From an optimization exercise on the open Yosys and OpenROAD flow, aimed at small area; shortcuts taken in it are not production practice.
The RTL was checked by simulation tests, not by an equivalence proof against the original design.
No activity file was given, so power comes from the tool's default toggle rates.

## gsim_sched
module gsim_sched #(
  parameter int N_ITER = N_ITER_DEFAULT
) (
  input  logic                clk,
  input  logic                reset,
  input  logic                in_en,
  input  logic [15:0]         b_in,
  output logic [WORD_W-1:0]   cu_b,
  output logic [WORD_W-1:0]   cu_x0,
  output logic [WORD_W-1:0]   cu_x1,
  output logic [WORD_W-1:0]   cu_x2,
  output logic [WORD_W-1:0]   cu_x3,
  output logic [WORD_W-1:0]   cu_x4,
  output logic [WORD_W-1:0]   cu_x5,
  input  logic [WORD_W-1:0]   cu_x_new,
  output logic                out_valid,
  output logic [WORD_W-1:0]   x_out
);
clock: 7.0 ns
lec_check: 0
abc_area: 1
cap_margin: 0
core_margin: 2
core_utilization: 60
place_density: 0.7
slew_margin: 0
buffer_ports_args: -buffer_cell sky130_fd_sc_hd__buf_1
cts_args: -sink_clustering_enable -repair_clock_nets -dont_use_dummy_load -buf_list {sky130_fd_sc_hd__clkbuf_8} -sink_clustering_size 20 -sink_clustering_max_diameter 80
skip_repair_tie_fanout: 1
standard.sh (not shown) runs the stock make flow with config.mk's settings and CLKGATE_MAP_FILE= SYNTH_SCRIPT=/design/flow/synth_recipe.tcl, a recipe that flattens the netlist after the stock synthesis.
==> flow/flow/run.sh <==
#!/bin/bash
# Standard ORFS flow (the standard.sh) with the settings in flow/extra.mk
# appended to the standard flow's config.mk: smaller port buffers and a leaner clock tree.
set -e
cat flow/extra.mk >> config.mk
bash standard.sh > standard.log 2>&1
==> flow/flow/extra.mk <==
export BUFFER_PORTS_ARGS = -buffer_cell sky130_fd_sc_hd__buf_1
export CTS_ARGS = -sink_clustering_enable -repair_clock_nets -dont_use_dummy_load -buf_list {sky130_fd_sc_hd__clkbuf_8} -sink_clustering_size 20 -sink_clustering_max_diameter 80
export SKIP_REPAIR_TIE_FANOUT = 1
The baseline ran to the end with no violations.
Rerun with:
Settings changed: CORE_UTILIZATION 60 to 40, PLACE_DENSITY 0.7 to unset.
What happened: Total power came out higher slightly. Setup slack gains 0.061 ns. Clock skew came out higher by 0.069 ns.
Rerun with:
==> flow/flow/extra.mk (replaced) <==
export BUFFER_PORTS_ARGS = -buffer_cell sky130_fd_sc_hd__buf_1
export CTS_ARGS = -sink_clustering_enable -repair_clock_nets -dont_use_dummy_load -buf_list {sky130_fd_sc_hd__clkbuf_8} -sink_clustering_size 18 -sink_clustering_max_diameter 80
export SKIP_REPAIR_TIE_FANOUT = 1
Settings changed: CTS_ARGS -sink_clustering_enable -repair_clock_nets -dont_use_dummy_load -buf_list {sky130_fd_sc_hd__clkbuf_8} -sink_clustering_size 20 -sink_clustering_max_diameter 80 to -sink_clustering_enable -repair_clock_nets -dont_use_dummy_load -buf_list {sky130_fd_sc_hd__clkbuf_8} -sink_clustering_size 18 -sink_clustering_max_diameter 80.
Non-clock buffer count does not change.
Routed wire length rose by 0.38%.
Sequential power stays flat.
Total power goes up by 0.73%.
Cell count hardly moves.
Critical path depth stays the same.
Combinational power stays flat.
Rerun with:
==> flow/flow/extra.mk (replaced) <==
export BUFFER_PORTS_ARGS = -buffer_cell sky130_fd_sc_hd__buf_1
export CTS_ARGS = -sink_clustering_enable -repair_clock_nets -dont_use_dummy_load -buf_list {sky130_fd_sc_hd__clkbuf_8} -sink_clustering_size 20 -sink_clustering_max_diameter 80
Settings changed: CTS_ARGS -sink_clustering_enable -repair_clock_nets -dont_use_dummy_load -buf_list {sky130_fd_sc_hd__clkbuf_8} -sink_clustering_size 18 -sink_clustering_max_diameter 80 to -sink_clustering_enable -repair_clock_nets -dont_use_dummy_load -buf_list {sky130_fd_sc_hd__clkbuf_8} -sink_clustering_size 20 -sink_clustering_max_diameter 80, SKIP_REPAIR_TIE_FANOUT 1 to unset.
The changed run finished with timing, DRC and antenna clean.
Fmax fell by 5.6%.
Worst hold slack improves by 0.038 ns.
Setup slack degrades by 0.24 ns.
Area after synthesis is unchanged.
Register-to-register slack improves by 0.46 ns.
Global-route usage rose by 0.13 points.
Critical path depth does not change.


Another version of the RTL of gsim_sched (not shown whole).
For scale: ~1,200 cells after synthesis, ~20,000 um2 of cells after synthesis.
clock: 7.0 ns
lec_check: 0
abc_area: 1
cap_margin: 20
core_margin: 2
core_utilization: 40
slew_margin: 20
buffer_ports_args: -buffer_cell sky130_fd_sc_hd__buf_1
cts_args: -sink_clustering_enable -repair_clock_nets -dont_use_dummy_load -buf_list {sky130_fd_sc_hd__clkbuf_8} -sink_clustering_size 20 -sink_clustering_max_diameter 60
==> flow/flow/extra.mk <==
export BUFFER_PORTS_ARGS = -buffer_cell sky130_fd_sc_hd__buf_1
export CTS_ARGS = -sink_clustering_enable -repair_clock_nets -dont_use_dummy_load -buf_list {sky130_fd_sc_hd__clkbuf_8} -sink_clustering_size 20 -sink_clustering_max_diameter 60
Scripts as last shown in full above: flow/flow/run.sh
The starting point passed the timing, DRC and antenna checks.
Next try:
==> flow/flow/extra.mk (replaced) <==
export BUFFER_PORTS_ARGS = -buffer_cell sky130_fd_sc_hd__buf_1
export CTS_ARGS = -sink_clustering_enable -dont_use_dummy_load -buf_list {sky130_fd_sc_hd__clkbuf_8} -sink_clustering_size 20 -sink_clustering_max_diameter 60
Settings changed: CAP_MARGIN 20 to 0, CTS_ARGS -sink_clustering_enable -repair_clock_nets -dont_use_dummy_load -buf_list {sky130_fd_sc_hd__clkbuf_8} -sink_clustering_size 20 -sink_clustering_max_diameter 60 to -sink_clustering_enable -dont_use_dummy_load -buf_list {sky130_fd_sc_hd__clkbuf_8} -sink_clustering_size 20 -sink_clustering_max_diameter 60, SLEW_MARGIN 20 to 0.
Outcome: Worst setup slack gets worse by 190 ps; via count stays flat; count of clock-buffer cells in the layout does not change; total power barely changes; fmax fell by 4.7%; clock power hardly moves; die area is unchanged; flip-flop and latch count is unchanged; routed wire length is about the same; global-route usage stays the same.
Next try:
==> flow/flow/extra.mk (replaced) <==
export BUFFER_PORTS_ARGS = -buffer_cell sky130_fd_sc_hd__buf_1
export CTS_ARGS = -sink_clustering_enable -repair_clock_nets -dont_use_dummy_load -buf_list {sky130_fd_sc_hd__clkbuf_4 sky130_fd_sc_hd__clkbuf_8} -sink_clustering_size 22 -sink_clustering_max_diameter 40
Settings changed: CORE_UTILIZATION 40 to 65, CTS_ARGS -sink_clustering_enable -dont_use_dummy_load -buf_list {sky130_fd_sc_hd__clkbuf_8} -sink_clustering_size 20 -sink_clustering_max_diameter 60 to -sink_clustering_enable -repair_clock_nets -dont_use_dummy_load -buf_list {sky130_fd_sc_hd__clkbuf_4 sky130_fd_sc_hd__clkbuf_8} -sink_clustering_size 22 -sink_clustering_max_diameter 40, PLACE_DENSITY set to 0.75.
Effect:
- The new run passed the timing, DRC and antenna checks
- setup slack is better by 79 ps
- sequential share of layout area went up by 0.97 points
- wire length shrinks by roughly a tenth
- power went up slightly
- global-route usage rose by 5.3 points
- maximum frequency went up by a few percent
- non-clock buffer count goes down by 1
- critical path depth increases by 2
- via count is higher slightly
- utilization is higher by 28 points
Next try:
==> flow/flow/extra.mk (replaced) <==
export BUFFER_PORTS_ARGS = -buffer_cell sky130_fd_sc_hd__buf_1
export CTS_ARGS = -sink_clustering_enable -repair_clock_nets -dont_use_dummy_load -buf_list {sky130_fd_sc_hd__clkbuf_8} -sink_clustering_size 20 -sink_clustering_max_diameter 60
Settings changed: CORE_UTILIZATION 65 to 40, CTS_ARGS -sink_clustering_enable -repair_clock_nets -dont_use_dummy_load -buf_list {sky130_fd_sc_hd__clkbuf_4 sky130_fd_sc_hd__clkbuf_8} -sink_clustering_size 22 -sink_clustering_max_diameter 40 to -sink_clustering_enable -repair_clock_nets -dont_use_dummy_load -buf_list {sky130_fd_sc_hd__clkbuf_8} -sink_clustering_size 20 -sink_clustering_max_diameter 60, PLACE_DENSITY 0.75 to unset.
What happened: Design area rose by about 1.2%; sequential cell count stays the same; die area rose by about 60%.
Next try:
==> flow/run.sh (new file) <==
#!/bin/bash
# synth_recipe.tcl (not shown) runs the flow's synth.tcl, then flattens the netlist and writes it again
# the make line also repeats each setting of config.mk as NAME=value (left out here)
make -C /OpenROAD-flow-scripts/flow DESIGN_CONFIG=/design/flow/config.mk WORK_HOME=/design/flow/orfs CLKGATE_MAP_FILE= SYNTH_SCRIPT=/design/flow/synth_recipe.tcl finish
Settings changed: ABC_AREA 1 to unset, BUFFER_PORTS_ARGS -buffer_cell sky130_fd_sc_hd__buf_1 to unset, CAP_MARGIN 0 to 20, CTS_ARGS -sink_clustering_enable -repair_clock_nets -dont_use_dummy_load -buf_list {sky130_fd_sc_hd__clkbuf_8} -sink_clustering_size 20 -sink_clustering_max_diameter 60 to unset, SLEW_MARGIN 0 to 20.
removed: flow/flow/run.sh
removed: flow/flow/extra.mk
removed: flow/standard.sh
What happened:
- design area climbs by about a fifth
- clock skew decreases by 34 ps
- setup slack degrades by 460 ps


== oak ==
RTL: one of the versions met above, not the one the previous note started from.
Size in the first run: about 310 I/O pins.
==> flow/config.mk <==
export PLATFORM = sky130hd
export DESIGN_NAME = gsim_sched
export DESIGN_NICKNAME = gsim_sched
export VERILOG_FILES = /design/flow/design.v
export SDC_FILE = /design/flow/constraint.sdc
export NUM_CORES = 4
export LEC_CHECK = 0
export ABC_AREA = 1
export CAP_MARGIN = 0
export CORE_MARGIN = 2
export CORE_UTILIZATION = 40
export SLEW_MARGIN = 0
export BUFFER_PORTS_ARGS = -buffer_cell sky130_fd_sc_hd__buf_1
export CTS_ARGS = -sink_clustering_enable -repair_clock_nets -dont_use_dummy_load -buf_list {sky130_fd_sc_hd__clkbuf_8} -sink_clustering_size 20 -sink_clustering_max_diameter 60
export SKIP_REPAIR_TIE_FANOUT = 1
==> flow/constraint.sdc <==
create_clock -name core_clock -period 7.0 [get_ports {clk}]
set_input_delay 1.4000 -clock core_clock [delete_from_list [all_inputs] [get_ports {clk}]]
set_output_delay 1.4000 -clock core_clock [all_outputs]
set_load 0.01 [all_outputs]
==> flow/flow/run.sh <==
#!/bin/bash
# Standard ORFS flow (the standard.sh) with the settings in flow/extra.mk
# appended to the standard flow's config.mk: smaller port buffers and a leaner clock tree.
set -e
cat flow/extra.mk >> config.mk
bash standard.sh > standard.log 2>&1
==> flow/flow/extra.mk <==
export BUFFER_PORTS_ARGS = -buffer_cell sky130_fd_sc_hd__buf_1
export CTS_ARGS = -sink_clustering_enable -repair_clock_nets -dont_use_dummy_load -buf_list {sky130_fd_sc_hd__clkbuf_8} -sink_clustering_size 20 -sink_clustering_max_diameter 60
export SKIP_REPAIR_TIE_FANOUT = 1
oak reached the final stage; the timing, DRC and antenna checks on its layout passed.
The following lists how pine was set up differently from oak:
# oak
export LEC_CHECK = 0
export ABC_AREA = 1
export CAP_MARGIN = 0
export CORE_MARGIN = 2
export CORE_UTILIZATION = 40
export SLEW_MARGIN = 0
export BUFFER_PORTS_ARGS = -buffer_cell sky130_fd_sc_hd__buf_1
export CTS_ARGS = -sink_clustering_enable -repair_clock_nets -dont_use_dummy_load -buf_list {sky130_fd_sc_hd__clkbuf_8} -sink_clustering_size 20 -sink_clustering_max_diameter 60
export SKIP_REPAIR_TIE_FANOUT = 1
create_clock -name core_clock -period 7.0 [get_ports {clk}]
# pine
export LEC_CHECK = 0
export ABC_AREA = 1
export CAP_MARGIN = 0
export CORE_MARGIN = 2
export CORE_UTILIZATION = 60
export PLACE_DENSITY = 0.7
export SLEW_MARGIN = 0
export BUFFER_PORTS_ARGS = -buffer_cell sky130_fd_sc_hd__buf_1
export CTS_ARGS = -sink_clustering_enable -repair_clock_nets -dont_use_dummy_load -buf_list {sky130_fd_sc_hd__clkbuf_8} -sink_clustering_size 18 -sink_clustering_max_diameter 80
export SKIP_REPAIR_TIE_FANOUT = 1
create_clock -name core_clock -period 7.0 [get_ports {clk}]
==> flow/flow/extra.mk <==
export BUFFER_PORTS_ARGS = -buffer_cell sky130_fd_sc_hd__buf_1
export CTS_ARGS = -sink_clustering_enable -repair_clock_nets -dont_use_dummy_load -buf_list {sky130_fd_sc_hd__clkbuf_8} -sink_clustering_size 18 -sink_clustering_max_diameter 80
export SKIP_REPAIR_TIE_FANOUT = 1
Findings:
- Re highest attainable clock frequency: oak and pine aren't equal, and the higher value belongs to oak.
- pine ends up with a floorplan die height that is 18% lower than in oak.
- oak → pine: worst hold slack went up 0.035 ns, via count of the first global-routing pass went down 145.
- Between oak and pine, the difference in clock edge transition at the registers on the reported setup and hold paths is negligible.
- Against oak as the reference, pine delivers a lower post-layout worst setup margin.
- Sequential share of layout area came out higher on pine than on oak.
- Area of all placed cells without fillers down 1.3% in pine wrt oak
Here is what was changed in the inputs of birch compared with pine.
# pine
export LEC_CHECK = 0
export ABC_AREA = 1
export CAP_MARGIN = 0
export CORE_MARGIN = 2
export CORE_UTILIZATION = 60
export PLACE_DENSITY = 0.7
export SLEW_MARGIN = 0
export BUFFER_PORTS_ARGS = -buffer_cell sky130_fd_sc_hd__buf_1
export CTS_ARGS = -sink_clustering_enable -repair_clock_nets -dont_use_dummy_load -buf_list {sky130_fd_sc_hd__clkbuf_8} -sink_clustering_size 18 -sink_clustering_max_diameter 80
export SKIP_REPAIR_TIE_FANOUT = 1
create_clock -name core_clock -period 7.0 [get_ports {clk}]
# birch
export LEC_CHECK = 0
export ABC_AREA = 1
export CAP_MARGIN = 0
export CORE_MARGIN = 2
export CORE_UTILIZATION = 40
export SLEW_MARGIN = 0
export BUFFER_PORTS_ARGS = -buffer_cell sky130_fd_sc_hd__buf_1
export CTS_ARGS = -sink_clustering_enable -repair_clock_nets -dont_use_dummy_load -buf_list {sky130_fd_sc_hd__clkbuf_8} -sink_clustering_size 20 -sink_clustering_max_diameter 120
export SKIP_REPAIR_TIE_FANOUT = 1
create_clock -name core_clock -period 7.0 [get_ports {clk}]
==> flow/flow/extra.mk <==
export BUFFER_PORTS_ARGS = -buffer_cell sky130_fd_sc_hd__buf_1
export CTS_ARGS = -sink_clustering_enable -repair_clock_nets -dont_use_dummy_load -buf_list {sky130_fd_sc_hd__clkbuf_8} -sink_clustering_size 20 -sink_clustering_max_diameter 120
export SKIP_REPAIR_TIE_FANOUT = 1
==> comparison <==
[compare] base=pine new=birch: static leakage fell by 0.38%, global-route met1 utilization decreased 6.1 points. When birch is set beside pine, its worst-case vdd ir drop turns out to be 0.031 mV smaller. Sequential cell area share down 0.78 points in birch wrt pine. Compared with pine, in birch final hold slack shows an increase of 0.018 ns, global-route wire length before repair shows an increase of 3.8 mm, post-cts hold buffer count shows no meaningful change. birch: all stages complete, timing, DRC and antenna checks passed. cu_x1[11] as the critical path capture point was reported by birch, and cu_x3[17] by pine. In the reports for pine and birch, the smaller number of global-route vias before repair belongs to pine. Fmax was higher in the run labelled birch. Between pine and birch, the flow reports cell count increasing by more than 10%.

[port drivers added, routing unchanged]
In the flow no input, the clock included, has a driving cell. The finished layouts below were timed again as built, in two steps.
Step 1 (the two cells are an assumption about what drives the block):
set clk [get_ports {clk}]
set_driving_cell -lib_cell sky130_fd_sc_hd__clkbuf_16 $clk
set_driving_cell -lib_cell sky130_fd_sc_hd__buf_2 [delete_from_list [all_inputs] $clk]
Step 2 times the ports against the registers' clock, not the clock port: input delays grow and output delays shrink by t, the midpoint of the rising clock arrivals with the driver on.
a / b / c = no drivers / after step 1 / after step 2; a / b = the first two.
run | t, ns | setup slack, ns | worst hold slack (ns) | latest minus earliest clock arrival (ns) | slew at the worst register clock pin (ns)
the first run of note 1 | 0.601 | 3.006 / 2.963 / 3.202 | 0.317 / 0.317 / 0.317 | 0.050 / 0.049 | 0.12 / 0.12
the second run of note 1 | 0.646 | 3.066 / 3.021 / 3.075 | 0.266 / 0.266 / 0.266 | 0.110 / 0.110 | 0.12 / 0.12
the third run of note 1 | 0.653 | 2.995 / 2.949 / 3.113 | 0.272 / 0.272 / 0.272 | 0.094 / 0.093 | 0.11 / 0.11
the fourth run of note 1 | 0.650 | 2.757 / 2.709 / 3.359 | 0.310 / 0.310 / 0.310 | 0.064 / 0.064 | 0.12 / 0.12
the first run of note 2 | 0.666 | 3.201 / 3.151 / 3.480 | 0.295 / 0.295 / 0.295 | 0.066 / 0.065 | 0.12 / 0.12
the second run of note 2 | 0.666 | 3.013 / 2.963 / 3.533 | 0.294 / 0.294 / 0.294 | 0.066 / 0.065 | 0.12 / 0.12
the third run of note 2 | 0.632 | 3.092 / 3.047 / 3.192 | 0.281 / 0.281 / 0.281 | 0.070 / 0.070 | 0.12 / 0.12
the fourth run of note 2 | 0.666 | 3.013 / 2.963 / 3.533 | 0.294 / 0.294 / 0.294 | 0.066 / 0.065 | 0.12 / 0.12
the fifth run of note 2 | 0.641 | 2.548 / 2.498 / 2.877 | 0.317 / 0.317 / 0.317 | 0.023 / 0.023 | 0.07 / 0.07
oak | 0.649 | 3.044 / 2.998 / 3.152 | 0.268 / 0.268 / 0.268 | 0.084 / 0.084 | 0.12 / 0.12
pine | 0.604 | 3.003 / 2.959 / 3.131 | 0.302 / 0.302 / 0.302 | 0.054 / 0.054 | 0.11 / 0.11
birch | 0.645 | 3.020 / 2.973 / 3.056 | 0.321 / 0.321 / 0.321 | 0.063 / 0.063 | 0.12 / 0.12
After both steps setup and hold are still met in every run listed.
